Source: an optimization exercise on an open RTL-to-GDS flow (aim: small area, a short achievable clock period and few clock cycles). Production flows keep margins and buffers that such runs may drop.
Where RTL was checked, it was by simulation tests only, not by an equivalence proof against the original.
Function not checked in run 4: the RTL went through the layout flow alone.

==> flow/design.v, too long to show whole: its modules and the start of the top module <==
// module feature_ram: 39 lines
// module conv_csa0: 1138 lines
// module conv_csa1: 894 lines
// module conv_csa2: 1283 lines
// module mac_array: 103 lines
// module layer_sequencer: 96 lines
// module conv_layer_top: 78 lines
module conv_layer_top (
  input  wire                                 clk,
  input  wire                                 reset,
  input  wire                                 ld_req,
  input  wire [4-1:0]              ld_addr,
  input  wire [4*16-1:0]  ld_data,
  input  wire                                 start_req,
  input  wire [4-1:0]              rd_addr,
  output logic                                ld_ack,
  output logic                                start_ack,
  output logic [4*16-1:0] rd_data
);
  // ...
==> flow/flow/run.sh <==
#!/bin/bash
set -euo pipefail
MARGIN=7
sed -e "s/ SETUP_SLACK_MARGIN=[0-9.]*//" -e "s/ \"\${@:-finish}\"/ SETUP_SLACK_MARGIN=${MARGIN} \"\${@:-finish}\"/" standard.sh > standard_margin.sh
grep -q "SETUP_SLACK_MARGIN=${MARGIN}" standard_margin.sh
bash standard_margin.sh > standard.log 2>&1
==> flow/standard.sh <==
#!/bin/bash
# synth_recipe.tcl (not shown) runs the flow's synth.tcl, then flattens the netlist and writes it again
# the make line also repeats each setting of config.mk as NAME=value (left out here)
make -C /OpenROAD-flow-scripts/flow DESIGN_CONFIG=/design/flow/config.mk WORK_HOME=/design/flow/orfs CLKGATE_MAP_FILE= SYNTH_SCRIPT=/design/flow/synth_recipe.tcl "${@:-finish}"
==> flow/config.mk <==
export PLATFORM = sky130hd
export DESIGN_NAME = conv_layer_top
export DESIGN_NICKNAME = conv_layer_top
export VERILOG_FILES = /design/flow/design.v
export SDC_FILE = /design/flow/constraint.sdc
export NUM_CORES = 4
export LEC_CHECK = 0
export ABC_CLOCK_PERIOD_IN_PS = 4000
export CAP_MARGIN = 20
export CORE_MARGIN = 2
export CORE_UTILIZATION = 60
export CTS_BUF_LIST = sky130_fd_sc_hd__clkbuf_8 sky130_fd_sc_hd__clkbuf_16
export CTS_CLUSTER_DIAMETER = 60
export CTS_CLUSTER_SIZE = 20
export PLACE_DENSITY = 0.72
export SETUP_SLACK_MARGIN = 5
export SLEW_MARGIN = 20
==> flow/constraint.sdc <==
create_clock -name core_clock -period 11.0 [get_ports {clk}]
set_input_delay 2.2000 -clock core_clock [delete_from_list [all_inputs] [get_ports {clk}]]
set_output_delay 2.2000 -clock core_clock [all_outputs]
set_load 0.01 [all_outputs]
==> impl_metrics.env, run 1 <==
export IMPL_worst_path_max_delay_cell="dlygate4sd2_1"
export IMPL_instances_no_fill=11638
export IMPL_path_depth=8
export IMPL_cp_start_kind="primary input"
export IMPL_postCtsResizedCells=351
export IMPL_m1WireLength_mm=133
export IMPL_n_all_buffers=534
export IMPL_largest_register="u_map.mem_u"
export IMPL_status="no timing/DRC/antenna violations"
export IMPL_synth_area_leader_cell="edfxtp_1"
export IMPL_fmax_mhz=247
export IMPL_clock_area_share_pct=4.50
export IMPL_avgSynthCellArea_um2=14.9
export IMPL_endpoint_kind="register"
export IMPL_synth_seq_cells=2850
export IMPL_cp_num_buf_inv=3
export IMPL_crit_end="u_mac.c0_q[70]"
export IMPL_core_area_um2=206000
export IMPL_reg2regPathDepth=15
export IMPL_die_h_um=459
export IMPL_r2r_slack_ns=7.03
export IMPL_worstReg2RegEnd="u_mac.c2_q[65]"
export IMPL_wl_met3_mm=44.7
export IMPL_dp_cells=11039
export IMPL_wl_met2_mm=178
export IMPL_drv_slew=0
export IMPL_netlist_area_um2=124000
export IMPL_layout_common_cells="edfxtp_1, inv_1, fa_1"
export IMPL_cap_violations=0
export IMPL_worst_skew_pair_late_latency_ns=0.87
export IMPL_timing_final_ws_setup_ns=6.95
export IMPL_synth_ff_type="edfxtp_1"
export IMPL_seq_cells=2850
export IMPL_fin_util_pct=67.7
export IMPL_grt_max_degree=65
export IMPL_nNonClkInverters=966
export IMPL_rsz0062_at_grt="true"
export IMPL_synth_xor_area_share_pct=1.40
Testbench counts, summed over its fixed seeds: cycles 3,264.
==> inputs of run 2 (changes only) <==
==> flow/flow/run.sh (replaced) <==
#!/bin/bash
set -euo pipefail
MARGIN=7
export BUFFER_PORTS_ARGS="-buffer_cell sky130_fd_sc_hd__buf_4"
sed -e "s/ SETUP_SLACK_MARGIN=[0-9.]*//" -e "s/ \"\${@:-finish}\"/ SETUP_SLACK_MARGIN=${MARGIN} \"\${@:-finish}\"/" standard.sh > standard_margin.sh
grep -q "SETUP_SLACK_MARGIN=${MARGIN}" standard_margin.sh
bash standard_margin.sh > standard.log 2>&1
==> impl_metrics.env, run 2 <==
export IMPL_antenna_found_initial=24
export IMPL_grt_usage_pct=36.8
export IMPL_h_tree_depth=4
export IMPL_grt_pass1_wl_mm=545
export IMPL_synth_area_leaders="edfxtp_1, dfxtp_1, fa_1, ha_1, inv_1"
export IMPL_reg_top3="u_map.mem_u (1152), u_map.mem_m (960), u_mac.c0_q (149)"
export IMPL_r2r_slack_ns=6.99
export IMPL_gp_congestion=0.946
export IMPL_synth_ff_type="edfxtp_1"
export IMPL_io_buffers=141
export IMPL_setup_tns_ns=0
export IMPL_hp_start="u_mac.a2[0]"
export IMPL_worst_slew_pin_transition_ns=1.26
export IMPL_hpwl_mm=236
export IMPL_num_rows=167
export IMPL_largest_register="u_map.mem_u"
export IMPL_synthToLayoutAreaGrowth_pct=11.6
export IMPL_instances_no_fill=11559
export IMPL_cts_buffers=188
export IMPL_min_period_ns=4.06
export IMPL_netlist_area_um2=124000
export IMPL_final_hold_viol_count=0
export IMPL_cap_violations=0
export IMPL_synth_seq_cells=2850
export IMPL_rsz0062_at_grt="true"
export IMPL_layout_common_cells="edfxtp_1, inv_1, dfxtp_1"
export IMPL_multiInputGateArea_um2=41200
export IMPL_worst_skew_pair_late_latency_ns=0.90
export IMPL_drt_pass1_iterations=9
export IMPL_drv_slew=0
export IMPL_crit_end="u_map.u_rdata[54]"
export IMPL_synth_warning_count=3
export IMPL_reg2regPathDepth=12
export IMPL_yosysMostFrequentCell="edfxtp_1"
export IMPL_core_area_um2=206000
export IMPL_async_flop_share_pct=0
export IMPL_cp_startpoint="rd_addr[1]"
export IMPL_hold_buffers=0
export IMPL_synth_edf_count=2240
export IMPL_regArea_um2=79600
export IMPL_status="no timing/DRC/antenna violations"
export IMPL_critPathMaxFanout=18
export IMPL_hold_class="reg -> reg"
export IMPL_io_pins=142
export IMPL_relSlewSlack_pct=15.5
export IMPL_die_w_um=459
export IMPL_yosysTopAreaCellShare_pct=54.1
export IMPL_crit_family="simple AND/OR/NAND/NOR gates"
export IMPL_largest_register_ffs=1152
export IMPL_synth_area_leader_cell="edfxtp_1"
export IMPL_fin_crit_sh_pct=37.0
export IMPL_synth_cell_types=80
export IMPL_dp_cells=11035
export IMPL_r2r_start="u_seq.iss"
export IMPL_nets=9858
export IMPL_worstReg2RegEnd="u_mac.c2_q[94]"
export IMPL_synth_seq_area_share_pct=64.0
export IMPL_start_util_pct=60.2
export IMPL_path_depth=13
export IMPL_setup_violations=0
export IMPL_cp_data_required_time_ns=11.80
export IMPL_clockBufferDepth=3
export IMPL_crit_type="in -> reg"
export IMPL_grt_max_degree=67
export IMPL_wl_per_cell_um=33.7
export IMPL_grt_pass1_vias=76567
export IMPL_overflow=0
export IMPL_fin_util_pct=67.2
export IMPL_die_area_um2=211000
export IMPL_worst_path_max_delay_cell="nor4_2"
export IMPL_syn_inst=8339
export IMPL_clk_pin_slew_ns=0.08
export IMPL_ant_nets=0
export IMPL_cp_num_buf_inv=5
export IMPL_clock_skew_ns=0.0418
export IMPL_avgSynthCellArea_um2=14.9
export IMPL_drive_above_1_share_pct=12.5
export IMPL_cp_slowest_stage_delay_ns=0.44
export IMPL_hold_ws_ns=0.331
export IMPL_clock_root_buffer="clkbuf_16"
export IMPL_cp_arrival_ns=4.87
export IMPL_drc_errors=0
export IMPL_syn_num_nets=9520
export IMPL_nFillCells=13926
export IMPL_crit_top_cell="buf_4"
export IMPL_die_h_um=459
export IMPL_cts_num_sinks=2850
export IMPL_cp_start_kind="primary input"
export IMPL_path_cells="buf_4 -> inv_2 -> o31ai_2 -> buf_6 -> and3_4 -> buf_4 -> a22o_1 -> a221oi_1 -> nand3_1 -> nor4_2 -> o21ai_4 -> buf_12 -> o21ai_1"
export IMPL_yosys_top_cells_count="edfxtp_1, inv_1, dfxtp_1"
export IMPL_num_vias=76737
export IMPL_viasPerCell=6.64
export IMPL_endpoint_kind="register"
export IMPL_final_common_cell="edfxtp_1"
export IMPL_cts_tree="yes"
export IMPL_first_iter_violations=10498
export IMPL_fmax_mhz=246
export IMPL_wl_mm=389
[run 2: kinds of logic (layout without fill, tap and decap cells)]
group | after synthesis | after routing | synth area share (%)
other | 0 | 14 | 0
xor gates and xnor gates | 198 | 198 | 1.40
adders and majority gates | 1105 | 1105 | 14.7
muxes | 72 | 72 | 0.633
buffers and inverters | 1301 | 1790 | 4.06
AOI/OAI and AO/OA | 1811 | 1812 | 11.0
DFF | 2850 | 2850 | 64.0
and+or+nand+nor | 1002 | 1014 | 4.23
[run 2: area by class of cell]
cell class                      count  share of cell area, %
Antenna cell                       14                 0.0253
Sequential cell                  2850                   57.4
Inverter                          966                   2.69
Tap cell                         2704                   2.44
Clock inverter                    159                   1.00
Multi-Input combinational cell   4201                   29.7
Timing Repair Buffer              470                   3.23
Clock buffer                      195                   3.49
[run 2: worst min-delay path by stage]
| stage | to | slack [ns] | cells past startpoint |
|---|---|---|---|
| 2_1_floorplan | u_mac.a1[0] | 0.31 | 0 |
| 5_1_grt | u_mac.a3[0] | 0.34 | 0 |
| 3_3_place_gp | u_mac.a3[2] | 0.31 | 0 |
| 4_1_cts | u_mac.a3[1] | 0.33 | 0 |
| 6_report | u_mac.a3[0] | 0.33 | 0 |
| 3_5_place_dp | u_mac.a3[1] | 0.31 | 0 |
[run 2: metrics by stage]
stage	setup slack (ns)	cell area, um2
finish	6.94	139000
global route	6.90	139000
CTS	6.95	138000
detailed placement	4.71	130000
global placement	4.80	130000
floorplan	6.69	125000
[run 2: repair_timing]
item,in CTS,in global routing
gates resized for setup,130,93
endpoints found under the setup margin,116,97
buffers inserted,89,38
pin swaps,25,27
gates cloned,20,7
[run 2: layer usage]
layer	share of wire, %	vias up	global-route usage [%]
met4	9.3	8	27.3
met5	0.011	-	0
met1	33	38540	44.4
li1	-	31657	-
met3	12	1245	9.27
met2	46	5287	57.7
==> inputs of run 3 (changes only) <==
--- a/flow/config.mk
+++ b/flow/config.mk
@@ -8,10 +8,10 @@
 export ABC_CLOCK_PERIOD_IN_PS = 4000
 export CAP_MARGIN = 20
 export CORE_MARGIN = 2
-export CORE_UTILIZATION = 60
+export CORE_UTILIZATION = 40
 export CTS_BUF_LIST = sky130_fd_sc_hd__clkbuf_8 sky130_fd_sc_hd__clkbuf_16
 export CTS_CLUSTER_DIAMETER = 60
 export CTS_CLUSTER_SIZE = 20
-export PLACE_DENSITY = 0.72
+export PLACE_DENSITY = 0.6
 export SETUP_SLACK_MARGIN = 5
 export SLEW_MARGIN = 20
==> impl_metrics.env, run 3 <==
export IMPL_largest_register_ffs=1152
export IMPL_avgSynthCellArea_um2=14.9
export IMPL_cts_num_sinks=2850
export IMPL_rsz0062_at_grt="true"
export IMPL_cts_buffers=197
export IMPL_crit_top_cell="buf_6"
export IMPL_synth_area_leaders="edfxtp_1, dfxtp_1, fa_1, ha_1, inv_1"
export IMPL_crit_family="compound AO/OA/AOI/OAI gates"
export IMPL_clock_root_buffer="clkbuf_16"
export IMPL_viasPerCell=5.86
export IMPL_yosysMostFrequentCell="edfxtp_1"
export IMPL_setup_tns_ns=0
export IMPL_clockBufferDepth=4
export IMPL_h_tree_depth=4
export IMPL_grt_util_met1_pct=32.5
export IMPL_drt_pass1_iterations=6
export IMPL_final_hold_viol_count=0
export IMPL_grt_pass1_vias=76377
export IMPL_synth_edf_count=2240
export IMPL_core_area_um2=309000
export IMPL_busiest_layer="met2"
export IMPL_cp_startpoint="rd_addr[1]"
export IMPL_r2r_start="u_mac.m_q[47]"
export IMPL_worst_skew_pair_late_latency_ns=0.96
export IMPL_cap_violations=0
export IMPL_clk_pin_slew_ns=0.08
export IMPL_use_met3_pct=4.85
export IMPL_fin_crit_sh_pct=36.1
export IMPL_synth_warning_count=3
export IMPL_synth_seq_area_share_pct=64.0
export IMPL_gp_congestion=0.890
export IMPL_cp_slowest_stage_delay_ns=0.32
export IMPL_overflow=0
export IMPL_hp_start="u_mac.a2[0]"
export IMPL_antenna_found_initial=26
export IMPL_grt_max_degree=56
export IMPL_layout_common_cells="edfxtp_1, inv_1, fa_1"
export IMPL_largest_register="u_map.mem_u"
export IMPL_timing_final_ws_setup_ns=7.03
export IMPL_hpwl_mm=249
export IMPL_clock_skew_ns=0.0970
export IMPL_wl_mm=412
export IMPL_fmax_mhz=252
export IMPL_die_area_um2=315000
export IMPL_setup_violations=0
export IMPL_cp_data_required_time_ns=11.76
export IMPL_worst_path_max_delay_cell="a211o_4"
export IMPL_worst_slew_pin_transition_ns=1.19
export IMPL_synthToLayoutAreaGrowth_pct=13.0
export IMPL_yosys_top_cells_count="edfxtp_1, inv_1, dfxtp_1"
export IMPL_nets=9861
export IMPL_synth_ff_type="edfxtp_1"
export IMPL_wl_per_cell_um=31.8
export IMPL_cts_tree="yes"
export IMPL_path_cells="buf_4 -> inv_1 -> o31ai_2 -> buf_6 -> and3_4 -> buf_12 -> a22o_1 -> a221oi_2 -> nand3_1 -> a211o_4 -> a211oi_4 -> buf_6 -> o21ai_2"
export IMPL_final_common_cell="edfxtp_1"
export IMPL_synth_area_leader_cell="edfxtp_1"
export IMPL_ant_nets=0
export IMPL_status="no timing/DRC/antenna violations"
export IMPL_syn_inst=8339
export IMPL_relSlewSlack_pct=20.1
export IMPL_critPathMaxFanout=33
export IMPL_grt_pass1_wl_mm=570
export IMPL_use_met2_pct=41.6
export IMPL_netlist_area_um2=124000
export IMPL_num_rows=204
export IMPL_synth_seq_cells=2850
export IMPL_min_period_ns=3.97
export IMPL_endpoint_kind="register"
export IMPL_grt_usage_pct=25.5
export IMPL_io_buffers=141
export IMPL_async_flop_share_pct=0
export IMPL_die_w_um=561
export IMPL_reg_top3="u_map.mem_u (1152), u_map.mem_m (960), u_mac.c0_q (149)"
export IMPL_syn_num_nets=9520
export IMPL_num_vias=75995
export IMPL_drc_errors=0
export IMPL_synth_cell_types=80
export IMPL_crit_type="in -> reg"
export IMPL_start_util_pct=40.2
export IMPL_preCtsSetupSlack_ns=4.64
export IMPL_cp_arrival_ns=4.73
export IMPL_hold_buffers=0
export IMPL_io_pins=142
export IMPL_die_h_um=561
export IMPL_hold_class="reg -> reg"
export IMPL_yosysTopAreaCellShare_pct=54.1
export IMPL_drv_slew=0
export IMPL_first_iter_violations=9783
export IMPL_cp_num_buf_inv=5
export IMPL_cp_start_kind="primary input"
export IMPL_drive_above_1_share_pct=12.8
## run 3: layout make-up
class	count	area, um2
multi-input cells	4209	41300
repair buffers	456	4180
clock buffers	212	5170
fillers	27008	168000
flip-flops and latches	2850	79600
well taps	4120	5150
clock inverters	145	1190
inverters	966	3730
diodes	8	20.0
## run 3: cell families (layout without fill, tap and decap cells)
family          after synthesis  after routing  synth area share [%]
flops                      2850           2850                  64.0
compound gates             1811           1811                  11.0
buf+inv                    1301           1779                  4.06
mux                          72             72                 0.633
fa+ha+maj                  1105           1105                  14.7
other cells                   0              8                     0
simple gates               1002           1023                  4.23
xor+xnor                    198            198                  1.40
## run 3: what timing repair did
item,4_1_cts,5_1_grt
gates resized for setup,122,110
pin swaps,26,30
cloned,22,13
buffers inserted,67,45
setup endpoints to repair,135,83
## run 3: path summary, 6_finish.rpt
path	endpoint	slack, ns	cells after the start
worst min-delay path	u_mac.a3[0]	0.33	0
worst min register to register	u_mac.a3[0]	0.33	0
worst max-delay path	u_map.u_rdata[67]	7.03	13
worst max register to register	u_mac.c2_q[36]	7.08	14
## run 3: per-stage QoR
stage	hold WS, ns	utilization (%)	cell area (um2)	instances
2_1_floorplan	0.310	-	125000	8339
3_3_place_gp	0.316	42.6	132000	12452
3_5_place_dp	0.313	42.6	132000	12452
4_1_cts	0.331	45.1	139000	12898
5_1_grt	0.337	45.5	140000	12959
6_report	0.328	45.5	140000	12966
## run 3: metal layers
metal	vias up	routed length (um)
li1	31681	-
met1	39248	154000
met2	4228	194000
met3	822	39800
met4	16	24500
met5	-	103
## run 3: worst reg2reg max path, cell delays in order, from the launching register on
cell        delay, ns
dfxtp_4          0.40
buf_12           0.17
clkinvlp_4       0.14
buf_4            0.16
fa_1             0.49
inv_1            0.05
fa_1             0.49
fa_1             0.42
ha_1             0.30
o21a_1           0.13
o21a_1           0.20
o21a_1           0.21
o311a_1          0.34
nor2_2           0.14
xnor2_2          0.15
==> module feature_ram, before the edit <==
module feature_ram (
  input  wire                       clk,
  input  wire                       m_we,
  input  wire [4-1:0]    m_waddr,
  input  wire [59:0]                m_wdata,
  input  wire                       u_we,
  input  wire [4-1:0]    u_waddr,
  input  wire [71:0]                u_wdata,
  input  wire [16-1:0]     m_rsel,    
  output logic [59:0]               m_rdata,
  input  wire [4-1:0]    u_raddr,
  input  wire                       u_raw,     
  output logic [71:0]               u_rdata    
);
  logic [59:0] mem_m [0:16-1];
  logic [71:0] mem_u [0:16-1];
  logic [71:0] u_mux;
  always_ff @(posedge clk) begin
    if (m_we) mem_m[m_waddr] <= m_wdata;
    if (u_we) mem_u[u_waddr] <= u_wdata;
    for (int i = 0; i < 4; i++) begin
      u_rdata[i*18+16 +: 2] <= u_mux[i*18+16 +: 2];
      if (!u_raw && !u_mux[i*18+17] && (u_mux[i*18+16] || u_mux[i*18+15]))
        u_rdata[i*18 +: 16] <= 16'h7fff;
      else if (!u_raw && u_mux[i*18+17] && !(u_mux[i*18+16] && u_mux[i*18+15]))
        u_rdata[i*18 +: 16] <= 16'h8000;
      else
        u_rdata[i*18 +: 16] <= u_mux[i*18 +: 16];
    end
  end
  always_comb begin
    u_mux   = u_wdata & {72{u_we && u_raddr == u_waddr}};
    m_rdata = '0;
    for (int k = 0; k < 16; k++) begin
      u_mux   = u_mux   | (mem_u[k] & {72{u_raddr == 4'(k) && !(u_we && u_waddr == 4'(k))}});
      m_rdata = m_rdata | (mem_m[k] & {60{m_rsel[k]}});
    end
  end
endmodule
==> module mac_array, before the edit <==
module mac_array (
  input  wire                         clk,
  input  wire                         reset,
  input  wire                         ld_we,      
  input  wire [4-1:0]      ld_addr,
  input  wire [63:0]                  ld_data,
  input  wire                         m_ld,       
  input  wire                         inject,     
  input  wire [4-1:0]      rc_pos,
  input  wire [59:0]                  rc_m,       
  input  wire [71:0]                  rc_u,       
  input  wire                         zero_s,     
  input  wire                         skip_sel,   
  output logic                        busy,       
  output logic                        busy_rd,    
  output logic                        m_we,
  output logic [4-1:0]     m_waddr,
  output logic [59:0]                 m_wdata,
  output logic                        u_we,
  output logic [4-1:0]     u_waddr,
  output logic [71:0]                 u_wdata
);
  localparam int L = 4;
  logic [159:0] c0_q;
  logic [115:0] c1_q, c2_q;
  logic [115:0] c1_p, c2_p;
  logic [59:0]  y0_q, m_q;
  logic [63:0]  s1, s2;         
  logic [3:0]   a0, a1, a2, a3, a4;
  logic         v0, v1, v2, v3, v4;
  logic [63:0]  x_in, y0_x, m_x, s_in;
  logic [159:0] c0_d, c1_d, c2_d;
  logic [59:0]  y0_d, m_d;
  logic [71:0]  u_d;
  logic [63:0]  skip_rec;
  function automatic logic [28:0] half_add(logic [19:0] a, logic [19:0] b);
    logic [10:0] lo;
    lo = {1'b0, a[9:0]} + {1'b0, b[9:0]};
    half_add = {b[19:10], a[19:10], lo[10], lo[9:2]};
  endfunction
  function automatic logic [17:0] half_rest(logic [28:0] p);
    half_rest = {p[18:9] + p[28:19] + {9'd0, p[8]}, p[7:0]};
  endfunction
  function automatic logic [14:0] relu_clamp(logic [19:0] t);
    if (t[19])             relu_clamp = 15'd0;
    else if (|t[18:17])    relu_clamp = 15'h7fff;
    else                   relu_clamp = t[16:2];
  endfunction
  for (genvar i = 0; i < L; i++) begin : g_lane
    logic [19:0] t0;
    logic [17:0] t1, t2;    
    assign t0 = c0_q[i*40 +: 20] + c0_q[i*40+20 +: 20];
    assign t1 = half_rest(c1_q[i*29 +: 29]);
    assign t2 = half_rest(c2_q[i*29 +: 29]);
    assign c1_p[i*29 +: 29] = half_add(c1_d[i*40 +: 20], c1_d[i*40+20 +: 20]);
    assign c2_p[i*29 +: 29] = half_add(c2_d[i*40 +: 20], c2_d[i*40+20 +: 20]);
    assign y0_d[i*15 +: 15] = relu_clamp(t0);
    assign m_d[i*15 +: 15]  = relu_clamp({t1, 2'b00});
    assign u_d[i*18 +: 18]  = t2;
    assign y0_x[i*16 +: 16] = {1'b0, y0_q[i*15 +: 15]};
    assign m_x[i*16 +: 16]  = {1'b0, m_q[i*15 +: 15]};
    assign x_in[i*16 +: 16] = inject ? m_x[i*16 +: 16] : ld_data[i*16 +: 16];
    assign skip_rec[i*16 +: 16] = rc_u[i*18 +: 16] - t2[15:0];
  end
  assign s_in = zero_s ? '0 : s2;
  conv_csa0 u_s0 (.x(x_in), .r(c0_d));
  conv_csa1 u_s1 (.x(y0_x), .r(c1_d));
  conv_csa2 u_s2 (.x(m_x),  .a(s_in), .r(c2_d));
  always_ff @(posedge clk) begin
    if (ld_we)         s1 <= ld_data;
    else if (skip_sel) s1 <= skip_rec;
    a0   <= inject ? rc_pos : ld_addr;
    c0_q <= c0_d;
    y0_q <= y0_d;
    c1_q <= c1_p;
    m_q  <= m_ld ? rc_m : m_d;
    c2_q <= c2_p;
    if (v1) s2 <= s1;
    a1 <= a0;
    a2 <= a1;
    a3 <= a2;
    a4 <= a3;
  end
  always_ff @(posedge clk) begin
    if (reset) begin
      {v0, v1, v2, v3, v4} <= '0;
    end else begin
      v0 <= ld_we || inject;
      v1 <= v0;
      v2 <= v1;
      v3 <= v2;
      v4 <= v3;
    end
  end
  assign busy    = v0 || v1 || v2 || v3 || v4;
  assign busy_rd = v0 || v1 || v2;
  assign m_we    = v3;
  assign m_waddr = a3;
  assign m_wdata = m_q;
  assign u_we    = v4;
  assign u_waddr = a4;
  assign u_wdata = u_d;
endmodule
==> module layer_sequencer, before the edit <==
module layer_sequencer (
  input  wire                       clk,
  input  wire                       reset,
  input  wire                       ld_req,
  input  wire [4-1:0]    ld_addr,
  input  wire                       start_req,
  input  wire                       busy,
  input  wire                       busy_rd,
  output logic                      ld_ack,
  output logic                      start_ack,
  output logic                      ld_we,
  output logic                      m_ld,
  output logic                      inject,
  output logic                      zero_s,
  output logic                      skip_sel,
  output logic                      slow,
  output logic [4-1:0]   rc_pos,
  output logic [16-1:0]    rc_sel      
);
  localparam logic [1:0] IDLE = 2'd0;
  localparam logic [1:0] RUN  = 2'd1;
  localparam logic [1:0] DONE = 2'd2;
  logic [1:0]   state;
  logic [2:0]   ph;
  logic [4-1:0] pos;
  logic [16-1:0]  pos_oh;
  logic [16-1:0]  pending;
  logic         finish;
  logic         advance;
  logic         iss, iss_d;    
  assign ld_we = ld_req && !ld_ack;
  always_ff @(posedge clk) begin
    if (reset) ld_ack <= 1'b0;
    else       ld_ack <= ld_req;
  end
  assign m_ld     = (state == RUN) && (ph == 3'd0) && !pending[pos];
  assign inject   = iss;
  assign zero_s   = iss;
  assign skip_sel = iss_d;
  assign advance  = (state == RUN) && ((ph == 3'd0 && pending[pos]) || ph == 3'd6);
  assign finish   = ((state == IDLE) && start_req && !busy_rd && (&pending)) ||
                    (advance && pos == 4'(16 - 1));
  assign slow     = (state == RUN);
  assign rc_pos   = pos;
  assign rc_sel   = pos_oh;
  always_ff @(posedge clk) begin
    if (reset) begin
      iss   <= 1'b0;
      iss_d <= 1'b0;
    end else begin
      iss   <= m_ld;
      iss_d <= iss;
    end
  end
  always_ff @(posedge clk) begin
    if (reset) begin
      state     <= IDLE;
      start_ack <= 1'b0;
      pending   <= '0;
      ph        <= '0;
      pos       <= '0;
      pos_oh    <= 16'(1);
    end else begin
      if (ld_we) pending[ld_addr] <= 1'b1;
      case (state)
        IDLE: begin
          ph     <= '0;
          pos    <= '0;
          pos_oh <= 16'(1);
          if (start_req && !busy && !(&pending)) state <= RUN;
        end
        RUN: begin
          if (advance) begin
            ph     <= '0;
            pos    <= pos + 1'b1;
            pos_oh <= {pos_oh[16-2:0], pos_oh[16-1]};
          end else begin
            ph <= ph + 1'b1;
          end
        end
        DONE: begin
          if (!start_req) begin
            state     <= IDLE;
            start_ack <= 1'b0;
          end
        end
        default: state <= IDLE;
      endcase
      if (finish) begin
        state     <= DONE;
        start_ack <= 1'b1;
        pending   <= '0;
      end
    end
  end
endmodule
==> inputs of run 4 (changes only) <==
--- a/flow/design.v
+++ b/flow/design.v
@@ -31,10 +31,10 @@
     end
   end
   always_comb begin
-    u_mux   = u_wdata & {72{u_we && u_raddr == u_waddr}};
+    u_mux   = '0;
     m_rdata = '0;
     for (int k = 0; k < 16; k++) begin
-      u_mux   = u_mux   | (mem_u[k] & {72{u_raddr == 4'(k) && !(u_we && u_waddr == 4'(k))}});
+      u_mux   = u_mux   | (mem_u[k] & {72{u_raddr == 4'(k)}});
       m_rdata = m_rdata | (mem_m[k] & {60{m_rsel[k]}});
     end
   end
@@ -3454,7 +3454,7 @@
       v4 <= v3;
     end
   end
-  assign busy    = v0 || v1 || v2 || v3 || v4;
+  assign busy    = v0 || v1 || v2 || v3;
   assign busy_rd = v0 || v1 || v2;
   assign m_we    = v3;
   assign m_waddr = a3;
@@ -3506,7 +3506,7 @@
   assign zero_s   = iss;
   assign skip_sel = iss_d;
   assign advance  = (state == RUN) && ((ph == 3'd0 && pending[pos]) || ph == 3'd6);
-  assign finish   = ((state == IDLE) && start_req && !busy_rd && (&pending)) ||
+  assign finish   = ((state == IDLE) && start_req && !busy && (&pending)) ||
                     (advance && pos == 4'(16 - 1));
   assign slow     = (state == RUN);
   assign rc_pos   = pos;
==> impl_metrics.env, run 4 <==
export IMPL_first_iter_violations=9473
export IMPL_clk_pin_slew_ns=0.08
export IMPL_cp_start_kind="register"
export IMPL_grt_max_degree=65
export IMPL_busiest_layer="met2"
export IMPL_synth_seq_cells=2850
export IMPL_rsz0062_at_grt="true"
export IMPL_wl_per_cell_um=30.6
export IMPL_setup_violations=0
export IMPL_preCtsSetupSlack_ns=5.20
export IMPL_die_area_um2=314000
export IMPL_core_area_um2=309000
export IMPL_fin_area_um2=140000
export IMPL_synth_seq_area_share_pct=64.1
export IMPL_netlist_area_um2=124000
export IMPL_largest_register="u_map.mem_u"
export IMPL_cap_violations=0
export IMPL_synth_area_leader_cell="edfxtp_1"
export IMPL_gp_congestion=0.890
export IMPL_grt_util_met1_pct=32.9
export IMPL_crit_type="reg -> reg"
export IMPL_reg_top3="u_map.mem_u (1152), u_map.mem_m (960), u_mac.c0_q (149)"
export IMPL_synthToLayoutAreaGrowth_pct=12.9
export IMPL_syn_num_nets=9637
export IMPL_drive_above_1_share_pct=12.6
export IMPL_syn_inst=8456
export IMPL_fin_util_pct=45.4
export IMPL_drc_errors=0
export IMPL_setup_tns_ns=0
export IMPL_cts_num_sinks=2850
export IMPL_layout_common_cells="edfxtp_1, inv_1, a22oi_1"
export IMPL_synth_warning_count=3
export IMPL_die_h_um=561
export IMPL_cp_arrival_ns=4.99
export IMPL_status="no timing/DRC/antenna violations"
export IMPL_largest_register_ffs=1152
export IMPL_timing_final_ws_setup_ns=6.81
export IMPL_crit_top_cell="o21a_1"
export IMPL_cp_data_required_time_ns=11.81
export IMPL_worst_slew_pin_transition_ns=1.20
export IMPL_synth_edf_count=2240
export IMPL_grt_pass1_vias=74661
export IMPL_final_hold_viol_count=0
export IMPL_clock_root_buffer="clkbuf_16"
export IMPL_use_met3_pct=3.59
export IMPL_clock_skew_ns=0.0559
export IMPL_viasPerCell=5.75
export IMPL_worst_path_max_delay_cell="fa_1"
export IMPL_async_flop_share_pct=0
export IMPL_yosysTopAreaCellShare_pct=54.3
export IMPL_r2r_slack_ns=6.81
export IMPL_nets=9981
export IMPL_placed_cell_area_um2=132000
export IMPL_fmax_mhz=239
export IMPL_cp_slowest_stage_delay_ns=0.58
export IMPL_overflow=0
export IMPL_ant_nets=0
export IMPL_synth_area_leaders="edfxtp_1, dfxtp_1, fa_1, ha_1, a22oi_1"
export IMPL_worst_skew_pair_late_latency_ns=0.92
export IMPL_critPathMaxFanout=4
export IMPL_use_met2_pct=40.9
export IMPL_hold_buffers=0
export IMPL_synth_ff_type="edfxtp_1"
export IMPL_yosys_top_cells_count="edfxtp_1, inv_1, a22oi_1"
export IMPL_die_w_um=561
export IMPL_avgSynthCellArea_um2=14.7
export IMPL_path_cells="buf_4 -> buf_4 -> fa_1 -> fa_1 -> fa_1 -> ha_1 -> nor2b_2 -> o21a_1 -> o21a_1 -> o21a_1 -> o21a_1 -> o31ai_2 -> nor2b_4 -> xnor2_2"
export IMPL_grt_pass1_wl_mm=557
export IMPL_cts_buffers=197
export IMPL_io_buffers=141
export IMPL_relSlewSlack_pct=19.7
export IMPL_yosysMostFrequentCell="edfxtp_1"
export IMPL_hold_class="reg -> reg"
export IMPL_hpwl_mm=250
export IMPL_final_common_cell="edfxtp_1"
export IMPL_antenna_found_initial=17
export IMPL_num_rows=204
export IMPL_grt_usage_pct=24.9
export IMPL_io_pins=142
export IMPL_drt_pass1_iterations=7
export IMPL_fin_crit_sh_pct=38.1
export IMPL_h_tree_depth=4
export IMPL_endpoint_kind="register"
export IMPL_drv_slew=0
export IMPL_num_vias=75244
export IMPL_min_period_ns=4.19
export IMPL_cts_tree="yes"
export IMPL_wl_mm=400
export IMPL_start_util_pct=40.2
export IMPL_synth_cell_types=89
export IMPL_clockBufferDepth=4
==> run 4: cell types whose count changed in the layout (fill, tap and decap cells not counted), moves of 22 or more <==
cell,delta
a22oi_1,+395
nand4_1,-90
nor2_1,+23
a221oi_1,-200
dfxtp_2,-25
xor2_1,-22
nand2_1,+183
a21oi_1,-27
o21ai_1,+26
a21o_1,-37
a22o_1,-233
nor3_1,+64
==> run 4: cells by family after synthesis <==
| group | Yosys count | synth area share, % |
|---|---|---|
| AOI/OAI and AO/OA | 1786 | 10.5 |
| xor gates and xnor gates | 167 | 1.18 |
| adders and majority gates | 1105 | 14.8 |
| buffers and inverters | 1253 | 3.87 |
| DFF | 2850 | 64.1 |
| muxes | 83 | 0.750 |
| and+or+nand+nor | 1212 | 4.74 |
==> run 4: area by class of cell <==
class / count / area, um2
multi-input cells: 4356 / 41300
diodes: 8 / 20.0
inverters: 942 / 3570
clock buffers: 210 / 5160
clock inverters: 139 / 1110
flip-flops and latches: 2850 / 79600
well taps: 4120 / 5150
fillers: 26754 / 169000
repair buffers: 453 / 4030
==> run 4: stage by stage <==
stage                     std cells  hold WS, ns
after floorplan                8456        0.310
after global placement        12608        0.313
after detailed placement      12611        0.312
after CTS                     13025        0.327
after global routing          13071        0.341
final                         13078        0.323
==> run 4: repair_timing <==
item	CTS	global route
setup buffers	55	42
setup endpoints to repair	187	86
gates cloned	10	3
resized for setup	109	55
pin swaps	20	31
==> run 4: path summary, 6_finish.rpt <==
kind / startpoint / to / depth (start not counted)
hold / removal: u_mac.a1[2] / u_mac.a2[2] / 0
setup reg to reg: u_mac.m_q[32] / u_mac.c2_q[65] / 14
setup / recovery: u_mac.m_q[32] / u_mac.c2_q[65] / 14
hold reg to reg: u_mac.a1[2] / u_mac.a2[2] / 0
==> run 4: worst max-delay path: cells and delay by family, from the launching register on <==
family	cells	cell delay [ns]
simple gates	2	0.38
xor+xnor	1	0.13
flops	1	0.48
compound gates	5	1.00
fa+ha+maj	4	1.76
buf+inv	2	0.33
==> run 4: metal layers <==
metal	routed length, um	part of all wire, %
met5	32	0.0080
met2	190000	48
met3	34500	8.6
met4	19700	4.9
met1	156000	39
==> inputs of run 5 (changes only) <==
--- a/flow/design.v
+++ b/flow/design.v
@@ -31,10 +31,10 @@
     end
   end
   always_comb begin
-    u_mux   = '0;
+    u_mux   = u_wdata & {72{u_we && u_raddr == u_waddr}};
     m_rdata = '0;
     for (int k = 0; k < 16; k++) begin
-      u_mux   = u_mux   | (mem_u[k] & {72{u_raddr == 4'(k)}});
+      u_mux   = u_mux   | (mem_u[k] & {72{u_raddr == 4'(k) && !(u_we && u_waddr == 4'(k))}});
       m_rdata = m_rdata | (mem_m[k] & {60{m_rsel[k]}});
     end
   end
@@ -3384,8 +3384,8 @@
 );
   localparam int L = 4;
   logic [159:0] c0_q;
-  logic [115:0] c1_q, c2_q;
-  logic [115:0] c1_p, c2_p;
+  logic [115:0] c1_q, c1_p;
+  logic [131:0] c2_q, c2_p;
   logic [59:0]  y0_q, m_q;
   logic [63:0]  s1, s2;         
   logic [3:0]   a0, a1, a2, a3, a4;
@@ -3403,6 +3403,14 @@
   function automatic logic [17:0] half_rest(logic [28:0] p);
     half_rest = {p[18:9] + p[28:19] + {9'd0, p[8]}, p[7:0]};
   endfunction
+  function automatic logic [32:0] half_add6(logic [19:0] a, logic [19:0] b);
+    logic [6:0] lo;
+    lo = {1'b0, a[5:0]} + {1'b0, b[5:0]};
+    half_add6 = {b[19:6], a[19:6], lo[6], lo[5:2]};
+  endfunction
+  function automatic logic [17:0] half_rest6(logic [32:0] p);
+    half_rest6 = {p[18:5] + p[32:19] + {13'd0, p[4]}, p[3:0]};
+  endfunction
   function automatic logic [14:0] relu_clamp(logic [19:0] t);
     if (t[19])             relu_clamp = 15'd0;
     else if (|t[18:17])    relu_clamp = 15'h7fff;
@@ -3413,9 +3421,9 @@
     logic [17:0] t1, t2;    
     assign t0 = c0_q[i*40 +: 20] + c0_q[i*40+20 +: 20];
     assign t1 = half_rest(c1_q[i*29 +: 29]);
-    assign t2 = half_rest(c2_q[i*29 +: 29]);
+    assign t2 = half_rest6(c2_q[i*33 +: 33]);
     assign c1_p[i*29 +: 29] = half_add(c1_d[i*40 +: 20], c1_d[i*40+20 +: 20]);
-    assign c2_p[i*29 +: 29] = half_add(c2_d[i*40 +: 20], c2_d[i*40+20 +: 20]);
+    assign c2_p[i*33 +: 33] = half_add6(c2_d[i*40 +: 20], c2_d[i*40+20 +: 20]);
     assign y0_d[i*15 +: 15] = relu_clamp(t0);
     assign m_d[i*15 +: 15]  = relu_clamp({t1, 2'b00});
     assign u_d[i*18 +: 18]  = t2;
@@ -3454,7 +3462,7 @@
       v4 <= v3;
     end
   end
-  assign busy    = v0 || v1 || v2 || v3;
+  assign busy    = v0 || v1 || v2 || v3 || v4;
   assign busy_rd = v0 || v1 || v2;
   assign m_we    = v3;
   assign m_waddr = a3;
@@ -3506,7 +3514,7 @@
   assign zero_s   = iss;
   assign skip_sel = iss_d;
   assign advance  = (state == RUN) && ((ph == 3'd0 && pending[pos]) || ph == 3'd6);
-  assign finish   = ((state == IDLE) && start_req && !busy && (&pending)) ||
+  assign finish   = ((state == IDLE) && start_req && !busy_rd && (&pending)) ||
                     (advance && pos == 4'(16 - 1));
   assign slow     = (state == RUN);
   assign rc_pos   = pos;
==> impl_metrics.env, run 5 <==
export IMPL_io_pins=142
export IMPL_final_hold_viol_count=0
export IMPL_clock_skew_ns=0.0821
export IMPL_nets=9981
export IMPL_core_area_um2=311000
export IMPL_viasPerCell=5.87
export IMPL_worst_skew_pair_late_latency_ns=0.96
export IMPL_ant_nets=0
export IMPL_avgSynthCellArea_um2=14.7
export IMPL_antenna_found_initial=33
export IMPL_setup_violations=0
export IMPL_r2r_slack_ns=6.84
export IMPL_hold_path_end="u_mac.a3[2]"
export IMPL_fin_crit_sh_pct=38.7
export IMPL_fin_util_pct=45.5
export IMPL_cp_arrival_ns=5.07
export IMPL_drv_slew=0
export IMPL_syn_inst=8494
export IMPL_yosysTopAreaCellShare_pct=53.9
export IMPL_critPathMaxFanout=8
export IMPL_synth_ff_type="edfxtp_1"
export IMPL_num_rows=205
export IMPL_synth_seq_cells=2866
export IMPL_hp_start="u_mac.a2[2]"
export IMPL_min_period_ns=4.26
export IMPL_endpoint_kind="register"
export IMPL_die_area_um2=317000
export IMPL_status="no timing/DRC/antenna violations"
export IMPL_synth_seq_area_share_pct=63.9
export IMPL_fmax_mhz=235
export IMPL_synth_warning_count=3
export IMPL_layout_common_cells="edfxtp_1, inv_1, a22oi_1"
export IMPL_largest_register_ffs=1152
export IMPL_cts_buffers=210
export IMPL_whs_path_depth=0
export IMPL_cts_tree="yes"
export IMPL_start_util_pct=40.1
export IMPL_worst_slew_pin_transition_ns=1.15
export IMPL_netlist_area_um2=125000
export IMPL_clockBufferDepth=4
export IMPL_overflow=0
export IMPL_synth_area_leader_cell="edfxtp_1"
export IMPL_synth_edf_count=2240
export IMPL_num_vias=77062
export IMPL_placed_cell_area_um2=132000
export IMPL_hpwl_mm=255
export IMPL_synth_cell_types=84
export IMPL_synthToLayoutAreaGrowth_pct=13.3
export IMPL_drt_pass1_iterations=6
export IMPL_synth_area_leaders="edfxtp_1, dfxtp_1, fa_1, ha_1, a22oi_1"
export IMPL_wl_per_cell_um=31.6
export IMPL_syn_num_nets=9675
export IMPL_wl_mm=415
export IMPL_reg2regPathDepth=10
export IMPL_grt_max_degree=65
export IMPL_grt_pass1_wl_mm=577
export IMPL_hold_class="reg -> reg"
export IMPL_grt_pass1_vias=76810
export IMPL_crit_type="in -> reg"
export IMPL_drive_above_1_share_pct=12.9
export IMPL_fin_area_um2=142000
export IMPL_io_buffers=141
export IMPL_setup_tns_ns=0
export IMPL_h_tree_depth=4
export IMPL_grt_usage_pct=25.7
export IMPL_worstReg2RegEnd="u_map.u_rdata[8]"
export IMPL_clk_pin_slew_ns=0.08
export IMPL_drc_errors=0
export IMPL_cp_start_kind="primary input"
export IMPL_first_iter_violations=9770
export IMPL_async_flop_share_pct=0
export IMPL_yosysMostFrequentCell="edfxtp_1"
export IMPL_yosys_top_cells_count="edfxtp_1, inv_1, dfxtp_1"
export IMPL_reg_top3="u_map.mem_u (1152), u_map.mem_m (960), u_mac.c0_q (149)"
export IMPL_die_h_um=563
export IMPL_cp_data_required_time_ns=11.82
export IMPL_gp_congestion=0.893
export IMPL_largest_register="u_map.mem_u"
export IMPL_clock_root_buffer="clkbuf_16"
export IMPL_cap_violations=0
export IMPL_final_common_cell="edfxtp_1"
export IMPL_rsz0062_at_grt="true"
export IMPL_cts_num_sinks=2866
export IMPL_relSlewSlack_pct=22.9
export IMPL_r2r_start="u_mac.a4[3]"
export IMPL_die_w_um=563
[run 5: cell count changes after synthesis, sizes merged, moves of 26 or more]
cell	delta
nand4	+98
a22o	+57
inv	+66
nor3	-78
o221ai	+26
o21a	-39
a221oi	+78
a22oi	-118
buf	+42
nand2	-198
a21o	+62
nand3	+67
nor2	-50
[run 5: area by class of cell]
cell class	count	area, um2
Antenna cell	11	27.5
Clock buffer	220	5450
Clock inverter	168	1530
Fill cell	27242	170000
Inverter	1008	3850
Multi-Input combinational cell	4298	41900
Sequential cell	2866	79900
Tap cell	4140	5180
Timing Repair Buffer	416	3720
[run 5: through the flow]
step | hold slack (ns) | instances | setup WS, ns
2_1_floorplan | 0.310 | 8494 | 6.69
3_3_place_gp | 0.317 | 12610 | 4.67
3_5_place_dp | 0.312 | 12611 | 4.70
4_1_cts | 0.330 | 13081 | 6.99
5_1_grt | 0.336 | 13117 | 6.79
6_report | 0.328 | 13127 | 6.74
[run 5: timing repair]
item | CTS | global route
pin swaps | 28 | 18
resized for setup | 103 | 115
buffers inserted | 62 | 29
hold buffers | 0 | 0
setup endpoints to repair | 233 | 101
gates cloned | 20 | 5
[run 5: cell families after synthesis]
| group | Yosys count | synth area share (%) |
|---|---|---|
| DFF | 2866 | 63.9 |
| adders and majority gates | 1105 | 14.7 |
| AOI/OAI and AO/OA | 1874 | 10.9 |
| muxes | 76 | 0.662 |
| xor gates and xnor gates | 180 | 1.26 |
| buffers and inverters | 1349 | 4.14 |
| and+or+nand+nor | 1044 | 4.42 |
[run 5: how the worst max path moves through the flow]
| stage | cells after the start | slack (ns) | end | startpoint |
|---|---|---|---|---|
| after floorplan | 8 | 6.69 | u_mac.c0_q[66] | ld_data[21] |
| after global placement | 10 | 4.67 | u_map.u_rdata[12] | rd_addr[3] |
| after detailed placement | 10 | 4.70 | u_map.u_rdata[12] | rd_addr[3] |
| after CTS | 13 | 6.99 | u_map.u_rdata[12] | rd_addr[3] |
| after global routing | 12 | 6.79 | u_map.u_rdata[14] | rd_addr[0] |
| final | 13 | 6.74 | u_map.u_rdata[8] | rd_addr[3] |
[run 5: worst max-delay path, cell delays in order]
cell and delay, ns:
buf_12 0.12, inv_8 0.06, o31ai_4 0.08, buf_6 0.16, buf_6 0.12, nand4_1 0.08
nand4_1 0.20, nor4_4 0.96, o31ai_4 0.16, a2111o_1 0.40, nand4_1 0.21, buf_6 0.21
o21ai_1 0.08
[run 5: metal layers]
metal | up-vias | GRT usage [%] | wire length [um]
met5 | - | 0 | 108
met4 | 18 | 15.3 | 28400
met3 | 872 | 5.20 | 42700
met2 | 4580 | 40.6 | 190000
met1 | 39444 | 32.9 | 153000
li1 | 32148 | - | -
Testbench counts of run 5, summed over its fixed seeds: cycles 3,264.
==> inputs of run 6 (changes only) <==
==> flow/flow/run.sh (replaced) <==
#!/bin/bash
set -euo pipefail
MARGIN=7.2
export BUFFER_PORTS_ARGS="-buffer_cell sky130_fd_sc_hd__buf_4"
sed -e "s/ SETUP_SLACK_MARGIN=[0-9.]*//" -e "s/ \"\${@:-finish}\"/ SETUP_SLACK_MARGIN=${MARGIN} \"\${@:-finish}\"/" standard.sh > standard_margin.sh
grep -q "SETUP_SLACK_MARGIN=${MARGIN}" standard_margin.sh
bash standard_margin.sh > standard.log 2>&1
==> impl_metrics.env, run 6 <==
export IMPL_h_tree_depth=4
export IMPL_hold_class="reg -> reg"
export IMPL_grt_max_degree=65
export IMPL_status="no timing/DRC/antenna violations"
export IMPL_yosysMostFrequentCell="edfxtp_1"
export IMPL_wl_mm=423
export IMPL_netlist_area_um2=125000
export IMPL_cp_data_required_time_ns=11.79
export IMPL_gp_congestion=0.906
export IMPL_clock_skew_ns=0.101
export IMPL_io_buffers=141
export IMPL_yosys_top_cells_count="edfxtp_1, inv_1, dfxtp_1"
export IMPL_die_w_um=563
export IMPL_avgSynthCellArea_um2=14.7
export IMPL_drive_above_1_share_pct=15.8
export IMPL_syn_num_nets=9675
export IMPL_fin_crit_sh_pct=37.2
export IMPL_dp_cells=12610
export IMPL_final_hold_viol_count=0
export IMPL_num_rows=205
export IMPL_syn_inst=8494
export IMPL_clock_root_buffer="clkbuf_16"
export IMPL_drv_slew=0
export IMPL_core_area_um2=311000
export IMPL_cts_num_sinks=2866
export IMPL_rsz0062_at_grt="true"
export IMPL_grt_pass1_wl_mm=577
export IMPL_async_flop_share_pct=0
export IMPL_num_vias=78265
export IMPL_instances_no_fill=13249
export IMPL_reg_top3="u_map.mem_u (1152), u_map.mem_m (960), u_mac.c0_q (149)"
export IMPL_worst_slew_pin_transition_ns=1.11
export IMPL_whs_path_depth=0
export IMPL_synth_ff_type="edfxtp_1"
export IMPL_die_area_um2=317000
export IMPL_overflow=0
export IMPL_endpoint_kind="register"
export IMPL_fin_util_pct=46.2
export IMPL_regArea_um2=80000
export IMPL_nFillCells=27080
export IMPL_synth_area_leader_cell="edfxtp_1"
export IMPL_drc_errors=0
export IMPL_first_iter_violations=10471
export IMPL_clockBufferDepth=4
export IMPL_wl_per_cell_um=31.9
export IMPL_cts_tree="yes"
export IMPL_viasPerCell=5.91
export IMPL_grt_pass1_vias=76878
export IMPL_final_common_cell="edfxtp_1"
export IMPL_cp_start_kind="register"
export IMPL_start_util_pct=40.1
export IMPL_io_pins=142
export IMPL_reg2regPathDepth=12
export IMPL_synth_seq_area_share_pct=63.9
export IMPL_largest_register_ffs=1152
export IMPL_synth_edf_count=2240
export IMPL_synth_warning_count=3
export IMPL_clk_pin_slew_ns=0.08
export IMPL_ant_nets=0
export IMPL_synth_seq_cells=2866
export IMPL_cap_violations=0
export IMPL_multiInputGateArea_um2=42600
export IMPL_layout_common_cells="edfxtp_1, inv_1, a22oi_1"
export IMPL_setup_violations=0
export IMPL_synthToLayoutAreaGrowth_pct=15.1
export IMPL_setup_tns_ns=0
export IMPL_largest_register="u_map.mem_u"
export IMPL_crit_type="reg -> reg"
export IMPL_relSlewSlack_pct=25.7
export IMPL_synth_cell_types=84
export IMPL_min_period_ns=4.09
export IMPL_antenna_found_initial=23
export IMPL_fmax_mhz=245
export IMPL_worst_skew_pair_late_latency_ns=0.95
export IMPL_hpwl_mm=251
export IMPL_grt_usage_pct=25.7
export IMPL_yosysTopAreaCellShare_pct=53.9
export IMPL_cts_buffers=202
export IMPL_critPathMaxFanout=8
export IMPL_cp_arrival_ns=4.88
export IMPL_die_h_um=563
export IMPL_synth_area_leaders="edfxtp_1, dfxtp_1, fa_1, ha_1, a22oi_1"
export IMPL_nets=10118
export IMPL_drt_pass1_iterations=7
run 6: kinds of logic (layout without fill, tap and decap cells):
logic type | after synthesis | after routing | share of synthesized area, %
AND/OR/NAND/NOR | 1044 | 1065 | 4.42
other | 0 | 13 | 0
multiplexers | 76 | 76 | 0.662
XOR/XNOR | 180 | 180 | 1.26
adder cells (fa/ha/maj) | 1105 | 1105 | 14.7
AO/OA/AOI/OAI | 1874 | 1876 | 10.9
buffers and inverters | 1349 | 1928 | 4.14
flip-flops | 2866 | 2866 | 63.9
run 6: metrics by stage:
step	worst slack, ns	instance area (um2)	hold slack (ns)
after floorplan	6.69	126000	0.310
after global placement	4.66	132000	0.314
after detailed placement	4.64	132000	0.312
after CTS	7.00	141000	0.328
after global routing	6.99	144000	0.326
final	6.91	144000	0.324
run 6: timing repair:
item | CTS | global route
hold buffers | 0 | 0
setup buffers | 117 | 97
gates cloned | 28 | 20
gates resized for setup | 258 | 205
hold endpoints to repair | 0 | 0
setup endpoints to repair | 397 | 200
pin swaps | 36 | 59
run 6: critical path: stages, from the launching register on:
cell       delay (ns)
dfxtp_1          0.49
and3b_1          0.32
nand3_1          0.78
nand4_1          0.48
o2111ai_4        0.20
nor4_4           0.45
buf_4            0.21
o31ai_4          0.08
a2111o_1         0.38
nand4_1          0.11
buf_6            0.17
buf_12           0.16
o21ai_2          0.07
run 6: area by class of cell:
class	instances	area share (%)
flip-flops and latches	2866	55.6
multi-input cells	4302	29.6
repair buffers	557	3.90
clock buffers	213	3.64
well taps	4140	3.60
inverters	1008	2.69
clock inverters	150	0.881
diodes	13	0.0226
run 6: layer usage:
metal	GRT usage, %	share of wire, %
met5	0	0.026
met3	5.46	11
met4	14.5	6.9
met1	32.9	37
met2	40.8	46
run 6: worst paths after layout:
kind	end	slack [ns]	start
worst min-delay path	u_mac.a3[1]	0.32	u_mac.a2[1]
worst max register to register	u_map.u_rdata[9]	6.91	u_mac.a4[0]
worst max-delay path	u_map.u_rdata[9]	6.91	u_mac.a4[0]
worst min register to register	u_mac.a3[1]	0.32	u_mac.a2[1]
==> inputs of run 7 (changes only) <==
--- a/flow/design.v
+++ b/flow/design.v
@@ -22,9 +22,9 @@
     if (u_we) mem_u[u_waddr] <= u_wdata;
     for (int i = 0; i < 4; i++) begin
       u_rdata[i*18+16 +: 2] <= u_mux[i*18+16 +: 2];
-      if (!u_raw && !u_mux[i*18+17] && (u_mux[i*18+16] || u_mux[i*18+15]))
+      if (!u_raw && u_mux[i*18+16])
         u_rdata[i*18 +: 16] <= 16'h7fff;
-      else if (!u_raw && u_mux[i*18+17] && !(u_mux[i*18+16] && u_mux[i*18+15]))
+      else if (!u_raw && u_mux[i*18+17])
         u_rdata[i*18 +: 16] <= 16'h8000;
       else
         u_rdata[i*18 +: 16] <= u_mux[i*18 +: 16];
@@ -3426,7 +3426,9 @@
     assign c2_p[i*33 +: 33] = half_add6(c2_d[i*40 +: 20], c2_d[i*40+20 +: 20]);
     assign y0_d[i*15 +: 15] = relu_clamp(t0);
     assign m_d[i*15 +: 15]  = relu_clamp({t1, 2'b00});
-    assign u_d[i*18 +: 18]  = t2;
+    assign u_d[i*18 +: 18]  = {t2[17] && !(t2[16] && t2[15]),
+                               !t2[17] && (t2[16] || t2[15]),
+                               t2[15:0]};
     assign y0_x[i*16 +: 16] = {1'b0, y0_q[i*15 +: 15]};
     assign m_x[i*16 +: 16]  = {1'b0, m_q[i*15 +: 15]};
     assign x_in[i*16 +: 16] = inject ? m_x[i*16 +: 16] : ld_data[i*16 +: 16];
==> flow/flow/run.sh (replaced) <==
#!/bin/bash
set -euo pipefail
MARGIN=7.3
export BUFFER_PORTS_ARGS="-buffer_cell sky130_fd_sc_hd__buf_4"
sed -e "s/ SETUP_SLACK_MARGIN=[0-9.]*//" -e "s/ \"\${@:-finish}\"/ SETUP_SLACK_MARGIN=${MARGIN} \"\${@:-finish}\"/" standard.sh > standard_margin.sh
grep -q "SETUP_SLACK_MARGIN=${MARGIN}" standard_margin.sh
bash standard_margin.sh > standard.log 2>&1
==> impl_metrics.env, run 7 <==
export IMPL_cap_violations=0
export IMPL_setup_violations=0
export IMPL_crit_top_cell="buf_6"
export IMPL_wl_mm=426
export IMPL_hold_buffers=0
export IMPL_cts_num_sinks=2866
export IMPL_synth_area_leader_cell="edfxtp_1"
export IMPL_async_flop_share_pct=0
export IMPL_grt_max_degree=63
export IMPL_worst_skew_pair_late_latency_ns=0.93
export IMPL_io_pins=142
export IMPL_yosys_top_cells_count="edfxtp_1, inv_1, a22oi_1"
export IMPL_drv_slew=0
export IMPL_rsz0062_at_grt="true"
export IMPL_drc_errors=0
export IMPL_hpwl_mm=253
export IMPL_h_tree_depth=4
export IMPL_first_iter_violations=9967
export IMPL_final_hold_viol_count=0
export IMPL_cp_num_buf_inv=5
export IMPL_cp_slowest_stage_delay_ns=0.58
export IMPL_overflow=0
export IMPL_synth_area_leaders="edfxtp_1, dfxtp_1, fa_1, ha_1, a22oi_1"
export IMPL_wl_per_cell_um=31.9
export IMPL_cp_data_required_time_ns=11.77
export IMPL_worst_path_max_delay_cell="or4_4"
export IMPL_synth_cell_types=96
export IMPL_ant_nets=0
export IMPL_clk_pin_slew_ns=0.08
export IMPL_min_period_ns=3.84
export IMPL_grt_pass1_wl_mm=589
export IMPL_path_cells="buf_12 -> clkinvlp_4 -> a31oi_4 -> buf_6 -> buf_6 -> buf_6 -> nor4b_4 -> a2111o_1 -> or4_4 -> a211o_1 -> a21oi_2 -> o21bai_4 -> o211ai_1"
export IMPL_reg_top3="u_map.mem_u (1152), u_map.mem_m (960), u_mac.c0_q (149)"
export IMPL_clockBufferDepth=4
export IMPL_drive_above_1_share_pct=17.6
export IMPL_clock_root_buffer="clkbuf_16"
export IMPL_nets=10221
export IMPL_gp_congestion=0.896
export IMPL_num_vias=78010
export IMPL_setup_tns_ns=0
export IMPL_largest_register_ffs=1152
export IMPL_netlist_area_um2=125000
export IMPL_synth_ff_type="edfxtp_1"
export IMPL_viasPerCell=5.85
export IMPL_synthToLayoutAreaGrowth_pct=16.3
export IMPL_fmax_mhz=260
export IMPL_crit_family="compound AO/OA/AOI/OAI gates"
export IMPL_hold_class="reg -> reg"
export IMPL_synth_edf_count=2240
export IMPL_drt_pass1_iterations=9
export IMPL_grt_usage_pct=26.3
export IMPL_die_area_um2=316000
export IMPL_relSlewSlack_pct=19.9
export IMPL_r2r_slack_ns=7.18
export IMPL_start_util_pct=40.1
export IMPL_status="no timing/DRC/antenna violations"
export IMPL_crit_type="in -> reg"
export IMPL_synth_warning_count=3
export IMPL_cts_tree="yes"
export IMPL_core_area_um2=311000
export IMPL_syn_inst=8484
export IMPL_syn_num_nets=9665
export IMPL_final_common_cell="edfxtp_1"
export IMPL_worst_slew_pin_transition_ns=1.20
export IMPL_clock_skew_ns=0.0765
export IMPL_synth_seq_cells=2866
export IMPL_avgSynthCellArea_um2=14.7
export IMPL_die_w_um=563
export IMPL_yosysMostFrequentCell="edfxtp_1"
export IMPL_cp_start_kind="primary input"
export IMPL_synth_seq_area_share_pct=63.9
export IMPL_cts_buffers=193
export IMPL_grt_pass1_vias=77496
export IMPL_die_h_um=563
export IMPL_num_rows=205
export IMPL_largest_register="u_map.mem_u"
export IMPL_cp_arrival_ns=4.61
export IMPL_io_buffers=141
export IMPL_critPathMaxFanout=5
export IMPL_antenna_found_initial=19
export IMPL_fin_crit_sh_pct=34.9
export IMPL_endpoint_kind="register"
export IMPL_layout_common_cells="edfxtp_1, inv_1, a22oi_1"
export IMPL_yosysTopAreaCellShare_pct=53.9
-- run 7: changes by cell type after synthesis, sizes merged, moves of 15 or more --
| cell | before | now |
|---|---|---|
| nand4 | 186 | 157 |
| nor4b | 0 | 15 |
| a22o | 231 | 129 |
| inv | 1008 | 965 |
| buf | 124 | 91 |
| nor2 | 237 | 321 |
| and3 | 37 | 18 |
| a22oi | 616 | 828 |
| a221oi | 216 | 114 |
| nand3 | 165 | 143 |
| a21oi | 226 | 194 |
| a21o | 106 | 89 |
| nor3 | 49 | 80 |
-- run 7: logic make-up after synthesis --
logic type	Yosys count	share of synthesized area [%]
compound gates	1873	10.9
xor+xnor	193	1.35
fa+ha+maj	1105	14.7
buf+inv	1280	3.91
flops	2866	63.9
mux	73	0.639
simple gates	1094	4.55
-- run 7: area by class of cell --
class                           instances  area (um2)
Tap cell                             4140        5180
Timing Repair Buffer                  673        6960
Antenna cell                           11        27.5
Clock inverter                        137         923
Inverter                              965        3650
Clock buffer                          208        5100
Sequential cell                      2866       80100
Multi-Input combinational cell       4341       43100
Fill cell                           26737      166000
-- run 7: routing by layer --
metal,share of wire (%),global-route usage [%]
met1,38,34.1
met2,46,41.9
met3,9.5,4.97
met4,6.4,14.2
met5,0.013,0
-- run 7: repair_timing --
action / CTS / global route
endpoints found under the setup margin: 456 / 212
cloned: 36 / 7
setup buffers: 186 / 107
endpoints found under the hold margin: 0 / 0
pin swaps: 84 / 103
gates resized for setup: 411 / 187
-- run 7: worst paths after layout --
kind                  from           endpoint  depth (start not counted)
max             rd_addr[0]  u_map.u_rdata[69]                         13
min            u_mac.a0[1]        u_mac.a1[1]                          0
max reg2reg  u_mac.c2_q[4]       u_mac.s1[13]                         18
min reg2reg    u_mac.a0[1]        u_mac.a1[1]                          0
-- run 7: through the flow --
step                      hold slack (ns)  instance area (um2)  utilization (%)  setup slack (ns)  std cells
final                               0.330               145000             46.6              7.16      13341
after global routing                0.337               145000             46.6              7.10      13333
after CTS                           0.332               143000             46.1              7.15      13216
after detailed placement            0.312               133000             42.8              4.92      12649
after global placement              0.311               133000             42.7              4.97      12648
after floorplan                     0.310               126000                -              6.65       8484
Testbench counts of run 7, summed over its fixed seeds: cycles 3,264.

what the ideal ports hide:
How much do the figures lean on ideal ports? The routed layouts below were timed once more, with nothing changed but the port constraints.
Step 1 (the two cells are an assumption about what drives the block):
set clk [get_ports {clk}]
set_driving_cell -lib_cell sky130_fd_sc_hd__clkbuf_16 $clk
set_driving_cell -lib_cell sky130_fd_sc_hd__buf_2 [delete_from_list [all_inputs] $clk]
Step 2 times the ports against the registers' clock, not the clock port: input delays grow and output delays shrink by t, the midpoint of the rising clock arrivals with the driver on.
Slacks: ideal ports / drivers / drivers and shift; pairs: ideal ports / drivers.
run	shift t [ns]	setup WS [ns]	cell pins on the clock port's net
run 1	0.954	6.947 / 7.000 / 6.047	1
run 2	0.964	6.935 / 6.945 / 6.009	1
run 3	1.010	7.030 / 6.930 / 5.968	1
run 4	0.992	6.814 / 6.814 / 6.016	1
run 5	1.004	6.744 / 6.746 / 5.741	1
run 6	1.002	6.910 / 6.910 / 5.973	1
run 7	0.996	7.157 / 7.119 / 6.123	1
After both steps setup and hold are still met in every run listed. The setup slack of run 3, which loses most, moves by -0.100 ns with the drivers and by -1.062 ns with both steps.
